Background: an optimization exercise with open tools, aiming at small area, a short achievable clock period and few clock cycles. Do not read the settings as production practice.
RTL that was checked went through simulation tests only; none was proved equivalent to the original.

== old ==
==> flow/design.v <==
package stp_pkg;
  localparam int REQ_W        = 3;
  localparam int VEL_W        = 24;
  localparam int VAL_W        = 32;
  localparam int POS_W        = 32;
  localparam int PERIOD_OUT_W = 24;
  localparam int SPR_W  = 16;
  localparam int MINP_W = 16;
  localparam int PW_W   = 8;
  localparam logic [SPR_W-1:0]  SPR_RST  = 16'd200;
  localparam logic [MINP_W-1:0] MINP_RST = 16'd100;
  localparam logic [PW_W-1:0]   PW_RST   = 8'd2;
  localparam int CFG_DATA_W = 32;
  localparam int CFG_ADDR_W = 4;
  localparam int REG_IDX_W  = 2;
  localparam logic [REG_IDX_W-1:0] REG_SPR  = 2'd0;
  localparam logic [REG_IDX_W-1:0] REG_MINP = 2'd1;
  localparam logic [REG_IDX_W-1:0] REG_PW   = 2'd2;
  localparam int PERIOD_BITS_DEF = 24;
  localparam int DEN_W           = SPR_W + VEL_W;
  localparam int DVS_W           = DEN_W + 1;
  localparam logic [DEN_W-1:0] TWO_TICKS_Q16 = 40'd131072000000;
  localparam int ENTRY_W     = 3 + 1 + VEL_W + VAL_W;
  localparam int QUEUE_DEPTH = 2;
  localparam logic [REQ_W-1:0] REQ_TICK    = 3'd0;
  localparam logic [REQ_W-1:0] REQ_VEL     = 3'd1;
  localparam logic [REQ_W-1:0] REQ_MOVE_AB = 3'd2;
  localparam logic [REQ_W-1:0] REQ_MOVE_RL = 3'd3;
  localparam logic [REQ_W-1:0] REQ_ENABLE  = 3'd4;
  localparam logic [REQ_W-1:0] REQ_DISABLE = 3'd5;
  typedef logic [2:0] cmd_t;
  localparam cmd_t CMD_NOP      = 3'd0;
  localparam cmd_t CMD_TICK     = 3'd1;
  localparam cmd_t CMD_RUN      = 3'd2;
  localparam cmd_t CMD_HALT     = 3'd3;
  localparam cmd_t CMD_MOVE_ABS = 3'd4;
  localparam cmd_t CMD_MOVE_REL = 3'd5;
  localparam cmd_t CMD_ENABLE   = 3'd6;
  localparam cmd_t CMD_DISABLE  = 3'd7;
  typedef struct packed {
    cmd_t             cmd;
    logic             fwd;
    logic [VEL_W-1:0] mag;
    logic [VAL_W-1:0] value;
  } q_entry_t;
  typedef struct packed {
    logic [SPR_W-1:0]  spr;
    logic [MINP_W-1:0] min_period;
    logic [PW_W-1:0]   pulse_width;
  } cfg_t;
endpackage
module stepper_step_pulse_generator #(
  parameter int PERIOD_BITS = 24
) (
  input  logic        clk,
  input  logic        rst_n,
  input  logic        in_valid,
  output logic        in_ready,
  input  logic [2:0]  in_req_type,
  input  logic [23:0] in_velocity,
  input  logic [31:0] in_step_value,
  output logic        out_valid,
  input  logic        out_ready,
  output logic        out_step_level,
  output logic        out_dir_level,
  output logic        out_enable_n,
  output logic [31:0] out_position,
  output logic        out_is_moving,
  output logic [23:0] out_period_out,
  input  logic        psel,
  input  logic        penable,
  input  logic        pwrite,
  input  logic [3:0]  paddr,
  input  logic [31:0] pwdata,
  output logic [31:0] prdata,
  output logic        pready
);
  localparam logic [37:0] FOUR_N = 38'h3D09000000;   
  localparam logic [37:0] K_RST  = 38'd1310720000;    
  logic [15:0] spr_r, minp_r;
  logic [7:0]  pw_r;
  logic        spr_wr;
  logic [37:0] k_r;
  logic        kbusy_r;
  logic [23:0] r_r;
  logic [25:0] q_r;
  logic [5:0]  it_r;
  logic        kfirst;
  logic        fslow_r, frun_r, ffin_r, fdone_r, ovf_r, dbit_r;
  logic [31:0] pos_r, tgt_r;
  logic        seek_r, dir_r, moving_r, en_n_r, step_r;
  logic [23:0] period_r, rem_r;
  logic [7:0]  pulse_r;
  logic        out_valid_r;
  assign pready = !kbusy_r || (it_r == 6'd22) || (it_r == 6'd6);
  assign spr_wr = psel && !penable && pwrite && (paddr[3:2] == 2'd0);
  always_ff @(posedge clk) begin
    if (!rst_n) begin
      spr_r  <= 16'd200;
      minp_r <= 16'd100;
      pw_r   <= 8'd2;
    end else begin
      if (spr_wr) spr_r <= pwdata[15:0];
      if (psel && penable && pwrite) begin
        case (paddr[3:2])
          2'd1: minp_r <= pwdata[15:0];
          2'd2: pw_r   <= pwdata[7:0];
          default: ;
        endcase
      end
    end
  end
  logic [1:0] rsel_r;
  always_ff @(posedge clk) if (psel && !penable) rsel_r <= paddr[3:2];
  always_comb begin
    case (rsel_r)
      2'd0:    prdata = {16'd0, spr_r};
      2'd1:    prdata = {16'd0, minp_r};
      2'd2:    prdata = {24'd0, pw_r};
      default: prdata = 32'd0;
    endcase
  end
  logic [5:0]  a_r, b_r;        
  logic        sv_r, tld_r;     
  logic [2:0]  sc_r;            
  logic        srun_r;          
  logic        sfwd_r;          
  logic [23:0] sm_r;            
  logic [31:0] sval_r;
  logic in_tick, tick_in, cmd_in, accept, out_free, exec_tick, exec_cmd;
  logic vneg, vzero, s_move, s_rel, run_move, s_ready, f_start;
  assign in_tick   = (in_req_type == 3'd0);
  assign in_ready  = in_tick ? (sv_r ? (b_r != 6'd63) : (a_r != 6'd63)) : !sv_r;
  assign accept    = in_valid && in_ready;
  assign tick_in   = accept && in_tick;
  assign cmd_in    = accept && !in_tick;
  assign vneg      = in_velocity[23];
  assign vzero     = (in_velocity == 24'd0);
  assign s_move    = (sc_r[2:1] == 2'b01);
  assign s_rel     = sc_r[0];
  assign run_move  = s_move && srun_r;
  assign s_ready   = !srun_r || (fdone_r && (tld_r || !run_move));
  assign out_free  = !out_valid_r || out_ready;
  assign exec_tick = out_free && (a_r != 6'd0);
  assign exec_cmd  = out_free && (a_r == 6'd0) && sv_r && s_ready;
  assign f_start   = sv_r && srun_r && !kbusy_r && !fslow_r && !frun_r && !ffin_r
                     && !fdone_r;
  always_ff @(posedge clk) begin
    if (!rst_n) begin
      a_r  <= '0;
      b_r  <= '0;
      sv_r <= 1'b0;
    end else begin
      if (exec_cmd) begin
        a_r  <= b_r + {5'd0, tick_in};
        b_r  <= '0;
        sv_r <= 1'b0;
      end else begin
        a_r  <= a_r - {5'd0, exec_tick} + {5'd0, tick_in && !sv_r};
        b_r  <= b_r + {5'd0, tick_in && sv_r};
        if (cmd_in) sv_r <= 1'b1;
      end
    end
  end
  always_ff @(posedge clk) begin
    if (cmd_in) begin
      sc_r   <= in_req_type;
      srun_r <= (in_req_type == 3'd1) ? !vzero
              : (in_req_type[2:1] == 2'b01) ? (!vneg && !vzero) : 1'b0;
      sfwd_r <= !vneg;
      sm_r   <= in_velocity ^ {24{!vneg}};
      sval_r <= in_step_value;
    end
  end
  logic [24:0] t_in, b_op;
  logic        cin, qbit, dbit, fast;
  logic [25:0] diff;
  always_comb begin
    if (f_start)                          t_in = {1'b0, k_r[32:9]};         
    else if (fslow_r)                     t_in = {12'd0, k_r[37:25]};       
    else if (kfirst)                      t_in = 25'd1;                     
    else                                  t_in = {r_r, dbit_r};
  end
  logic [5:0] it_nx;
  assign dbit = kbusy_r ? FOUR_N[it_nx] : k_r[it_nx];
  assign b_op = kbusy_r ? {9'h1FF, ~spr_r} : {1'b1, sm_r};
  assign cin  = kbusy_r || sfwd_r;
  assign diff = {1'b0, t_in} + {b_op[24], b_op} + {25'd0, cin};
  assign qbit = !diff[25];
  assign fast = (k_r[37:33] == 5'd0) && !qbit;
  always_comb begin
    if (spr_wr)                          it_nx = 6'd37;
    else if (kbusy_r)                    it_nx = it_r - 6'd1;
    else if (f_start)                    it_nx = fast ? 6'd8 : 6'd25;
    else if (fslow_r || frun_r)          it_nx = it_r - 6'd1;
    else                                 it_nx = it_r;
  end
  logic [24:0] q_rnd;
  logic [15:0] lo;
  logic        sat;
  logic [23:0] newp;
  assign q_rnd = {1'b0, q_r[25:2]} + {24'd0, q_r[1]};
  assign sat   = q_rnd[24] || ovf_r || (spr_r == 16'd0);
  assign lo    = (minp_r == 16'd0) ? 16'd1 : minp_r;
  assign newp  = sat ? 24'hFFFFFF : (q_rnd[23:0] < {8'd0, lo}) ? {8'd0, lo} : q_rnd[23:0];
  always_ff @(posedge clk) begin
    if (!rst_n) begin
      kbusy_r <= 1'b0;
      kfirst  <= 1'b0;
      fslow_r <= 1'b0;
      frun_r  <= 1'b0;
      ffin_r  <= 1'b0;
      fdone_r <= 1'b0;
      k_r     <= K_RST;
    end else begin
      dbit_r <= dbit;
      it_r   <= it_nx;
      if (spr_wr) begin
        kbusy_r <= 1'b1;
        kfirst  <= 1'b1;
      end else if (kbusy_r) begin
        kfirst <= 1'b0;
        r_r  <= qbit ? diff[23:0] : t_in[23:0];
        k_r  <= {k_r[36:0], qbit};
        if (it_r == 6'd0) kbusy_r <= 1'b0;
      end else if (f_start) begin
        q_r     <= '0;
        ovf_r   <= 1'b0;
        r_r     <= t_in[23:0];
        frun_r  <= fast;
        fslow_r <= !fast;
      end else if (fslow_r || frun_r) begin
        r_r     <= qbit ? diff[23:0] : t_in[23:0];
        q_r     <= {q_r[24:0], qbit};
        ovf_r   <= ovf_r | (qbit & diff[24]);
        fslow_r <= 1'b0;
        frun_r  <= fslow_r || (it_r != 6'd0);
        ffin_r  <= frun_r && (it_r == 6'd0);
      end else if (ffin_r) begin
        q_r[23:0] <= newp;
        ffin_r    <= 1'b0;
        fdone_r   <= 1'b1;
      end else if (exec_cmd) begin
        fdone_r <= 1'b0;
      end
    end
  end
  logic [31:0] sum, target;
  logic        ld_tgt, eq, gt;
  logic [7:0]  pulse_dec;
  assign ld_tgt    = sv_r && run_move && (a_r == 6'd0) && !tld_r;
  assign sum       = pos_r + (ld_tgt ? sval_r : {{31{!dir_r}}, 1'b1});
  assign target    = s_rel ? sum : sval_r;
  assign eq        = (pos_r == tgt_r);
  assign gt        = $signed(tgt_r) > $signed(pos_r);
  assign pulse_dec = pulse_r - 8'd1;
  always_ff @(posedge clk) begin
    if (!rst_n) begin
      pos_r       <= '0;
      tgt_r       <= '0;
      tld_r       <= 1'b0;
      seek_r      <= 1'b0;
      dir_r       <= 1'b0;
      moving_r    <= 1'b0;
      en_n_r      <= 1'b1;
      period_r    <= '0;
      pulse_r     <= '0;
      step_r      <= 1'b0;
      out_valid_r <= 1'b0;
    end else begin
      out_valid_r <= exec_tick || exec_cmd || (out_valid_r && !out_ready);
      if (ld_tgt) begin
        tgt_r <= target;
        tld_r <= 1'b1;
      end
      if (exec_tick) begin
        if (pulse_r != 8'd0) begin
          pulse_r <= pulse_dec;
          if (pulse_dec == 8'd0) step_r <= 1'b0;
        end
        if (moving_r) begin
          if (rem_r != 24'd1) begin
            rem_r <= rem_r - 24'd1;
          end else begin
            rem_r <= period_r;
            if (seek_r && eq) begin
              moving_r <= 1'b0;
              period_r <= '0;
            end else begin
              step_r  <= 1'b1;
              pulse_r <= (pw_r == 8'd0) ? 8'd1 : pw_r;
              pos_r   <= sum;
            end
          end
        end
      end
      if (exec_cmd) begin
        tld_r <= 1'b0;
        case (sc_r)
          3'd1, 3'd2, 3'd3: begin
            if (!srun_r || (run_move && eq)) begin
              moving_r <= 1'b0;
              period_r <= '0;
              tgt_r    <= pos_r;
              seek_r   <= 1'b1;
            end else begin
              seek_r   <= run_move;
              dir_r    <= run_move ? gt : sfwd_r;
              moving_r <= 1'b1;
              period_r <= q_r[23:0];
              if (q_r[23:0] != period_r) rem_r <= q_r[23:0];
            end
          end
          3'd4: en_n_r <= 1'b0;
          3'd5: begin
            moving_r <= 1'b0;
            period_r <= '0;
            en_n_r   <= 1'b1;
          end
          default: ;
        endcase
      end
    end
  end
  assign out_valid      = out_valid_r;
  assign out_step_level = step_r;
  assign out_dir_level  = dir_r;
  assign out_enable_n   = en_n_r;
  assign out_position   = pos_r;
  assign out_is_moving  = moving_r;
  assign out_period_out = period_r;
endmodule
Settings: LEC_CHECK=0, CAP_MARGIN=20, CORE_MARGIN=2, CORE_UTILIZATION=40, SETUP_SLACK_MARGIN=4.5, SLEW_MARGIN=20; clock period 9.0 ns.
run.sh (not shown) runs the stock make flow with config.mk's settings and CLKGATE_MAP_FILE= SYNTH_SCRIPT=/design/flow/synth_recipe.tcl, a recipe that flattens the netlist after the stock synthesis.
Testbench counts of old, summed over its fixed seeds: cycles 21,800.
The following lists how new was set up differently from old:
--- a/flow/design.v
+++ b/flow/design.v
@@ -75,15 +75,15 @@
   output logic [31:0] prdata,
   output logic        pready
 );
-  localparam logic [37:0] FOUR_N = 38'h3D09000000;   
-  localparam logic [37:0] K_RST  = 38'd1310720000;    
+  localparam logic [36:0] TWO_N = 37'h1E84800000;   
+  localparam logic [36:0] K_RST = 37'd655360000;     
   logic [15:0] spr_r, minp_r;
   logic [7:0]  pw_r;
   logic        spr_wr;
-  logic [37:0] k_r;
+  logic [36:0] k_r;
   logic        kbusy_r;
   logic [23:0] r_r;
-  logic [25:0] q_r;
+  logic [24:0] q_r;
   logic [5:0]  it_r;
   logic        kfirst;
   logic        fslow_r, frun_r, ffin_r, fdone_r, ovf_r, dbit_r;
@@ -92,7 +92,7 @@
   logic [23:0] period_r, rem_r;
   logic [7:0]  pulse_r;
   logic        out_valid_r;
-  assign pready = !kbusy_r || (it_r == 6'd22) || (it_r == 6'd6);
+  assign pready = !kbusy_r || (it_r == 6'd21) || (it_r == 6'd5);
   assign spr_wr = psel && !penable && pwrite && (paddr[3:2] == 2'd0);
   always_ff @(posedge clk) begin
     if (!rst_n) begin
@@ -176,22 +176,22 @@
   logic        cin, qbit, dbit, fast;
   logic [25:0] diff;
   always_comb begin
-    if (f_start)                          t_in = {1'b0, k_r[32:9]};         
-    else if (fslow_r)                     t_in = {12'd0, k_r[37:25]};       
+    if (f_start)                          t_in = {1'b0, k_r[31:8]};         
+    else if (fslow_r)                     t_in = {12'd0, k_r[36:24]};       
     else if (kfirst)                      t_in = 25'd1;                     
     else                                  t_in = {r_r, dbit_r};
   end
   logic [5:0] it_nx;
-  assign dbit = kbusy_r ? FOUR_N[it_nx] : k_r[it_nx];
+  assign dbit = kbusy_r ? TWO_N[it_nx] : k_r[it_nx];
   assign b_op = kbusy_r ? {9'h1FF, ~spr_r} : {1'b1, sm_r};
   assign cin  = kbusy_r || sfwd_r;
   assign diff = {1'b0, t_in} + {b_op[24], b_op} + {25'd0, cin};
   assign qbit = !diff[25];
-  assign fast = (k_r[37:33] == 5'd0) && !qbit;
+  assign fast = (k_r[36:32] == 5'd0) && !qbit;
   always_comb begin
-    if (spr_wr)                          it_nx = 6'd37;
+    if (spr_wr)                          it_nx = 6'd36;
     else if (kbusy_r)                    it_nx = it_r - 6'd1;
-    else if (f_start)                    it_nx = fast ? 6'd8 : 6'd25;
+    else if (f_start)                    it_nx = fast ? 6'd7 : 6'd24;
     else if (fslow_r || frun_r)          it_nx = it_r - 6'd1;
     else                                 it_nx = it_r;
   end
@@ -199,7 +199,7 @@
   logic [15:0] lo;
   logic        sat;
   logic [23:0] newp;
-  assign q_rnd = {1'b0, q_r[25:2]} + {24'd0, q_r[1]};
+  assign q_rnd = {1'b0, q_r[24:1]} + {24'd0, q_r[0]};
   assign sat   = q_rnd[24] || ovf_r || (spr_r == 16'd0);
   assign lo    = (minp_r == 16'd0) ? 16'd1 : minp_r;
   assign newp  = sat ? 24'hFFFFFF : (q_rnd[23:0] < {8'd0, lo}) ? {8'd0, lo} : q_rnd[23:0];
@@ -221,7 +221,7 @@
       end else if (kbusy_r) begin
         kfirst <= 1'b0;
         r_r  <= qbit ? diff[23:0] : t_in[23:0];
-        k_r  <= {k_r[36:0], qbit};
+        k_r  <= {k_r[35:0], qbit};
         if (it_r == 6'd0) kbusy_r <= 1'b0;
       end else if (f_start) begin
         q_r     <= '0;
@@ -231,7 +231,7 @@
         fslow_r <= !fast;
       end else if (fslow_r || frun_r) begin
         r_r     <= qbit ? diff[23:0] : t_in[23:0];
-        q_r     <= {q_r[24:0], qbit};
+        q_r     <= {q_r[23:0], qbit};
         ovf_r   <= ovf_r | (qbit & diff[24]);
         fslow_r <= 1'b0;
         frun_r  <= fslow_r || (it_r != 6'd0);
Notes after the runs:
On new: minimum clock period after layout is 76 ps lower than what old gave. Taking old as the reference, in new non-clock buffer count rose by 10%, final cell count was more or less identical. Compared with old, in new gate count after technology mapping went down, area taken by multi-input logic gates went down by 0.61%, fraction of the mapped netlist area in compound gates lower, total routed wirelength fell 960 µm. The run showing the smaller final standard cell area without fillers is old.
The RTL of new was laid out without a check of its function.

## re-timing with driven ports
Ports are ideal in the flow. The routed layouts listed here were re-timed in OpenROAD. Step 1 sets driving cells, clkbuf_16 on the clock port and buf_2 on the other inputs (assumed; they add their load-dependent delay and slew). Step 2 adds t to the input delays and takes it off the output delays; t is the mean of the earliest and latest rising clock arrival at the registers after step 1. Input paths then give back, and output paths get back, about the clock's delay inside the block. Slacks: no drivers / after step 1 / after step 2; pairs: no drivers / after step 1.
run | shift t [ns] | setup slack, ns | hold WS [ns] | clock arrival spread, ns | worst slew at a driven data input, ns
old | 0.627 | 4.479 / 4.412 / 3.979 | 0.486 / 0.486 / 0.486 | 0.035 / 0.034 | 0.11
new | 0.635 | 4.555 / 4.513 / 4.047 | 0.490 / 0.490 / 0.490 | 0.019 / 0.019 | 0.10
After both steps every run listed still meets setup and hold. For new, which loses most, drivers alone change the setup slack by -0.042 ns; drivers and shift together by -0.508 ns.
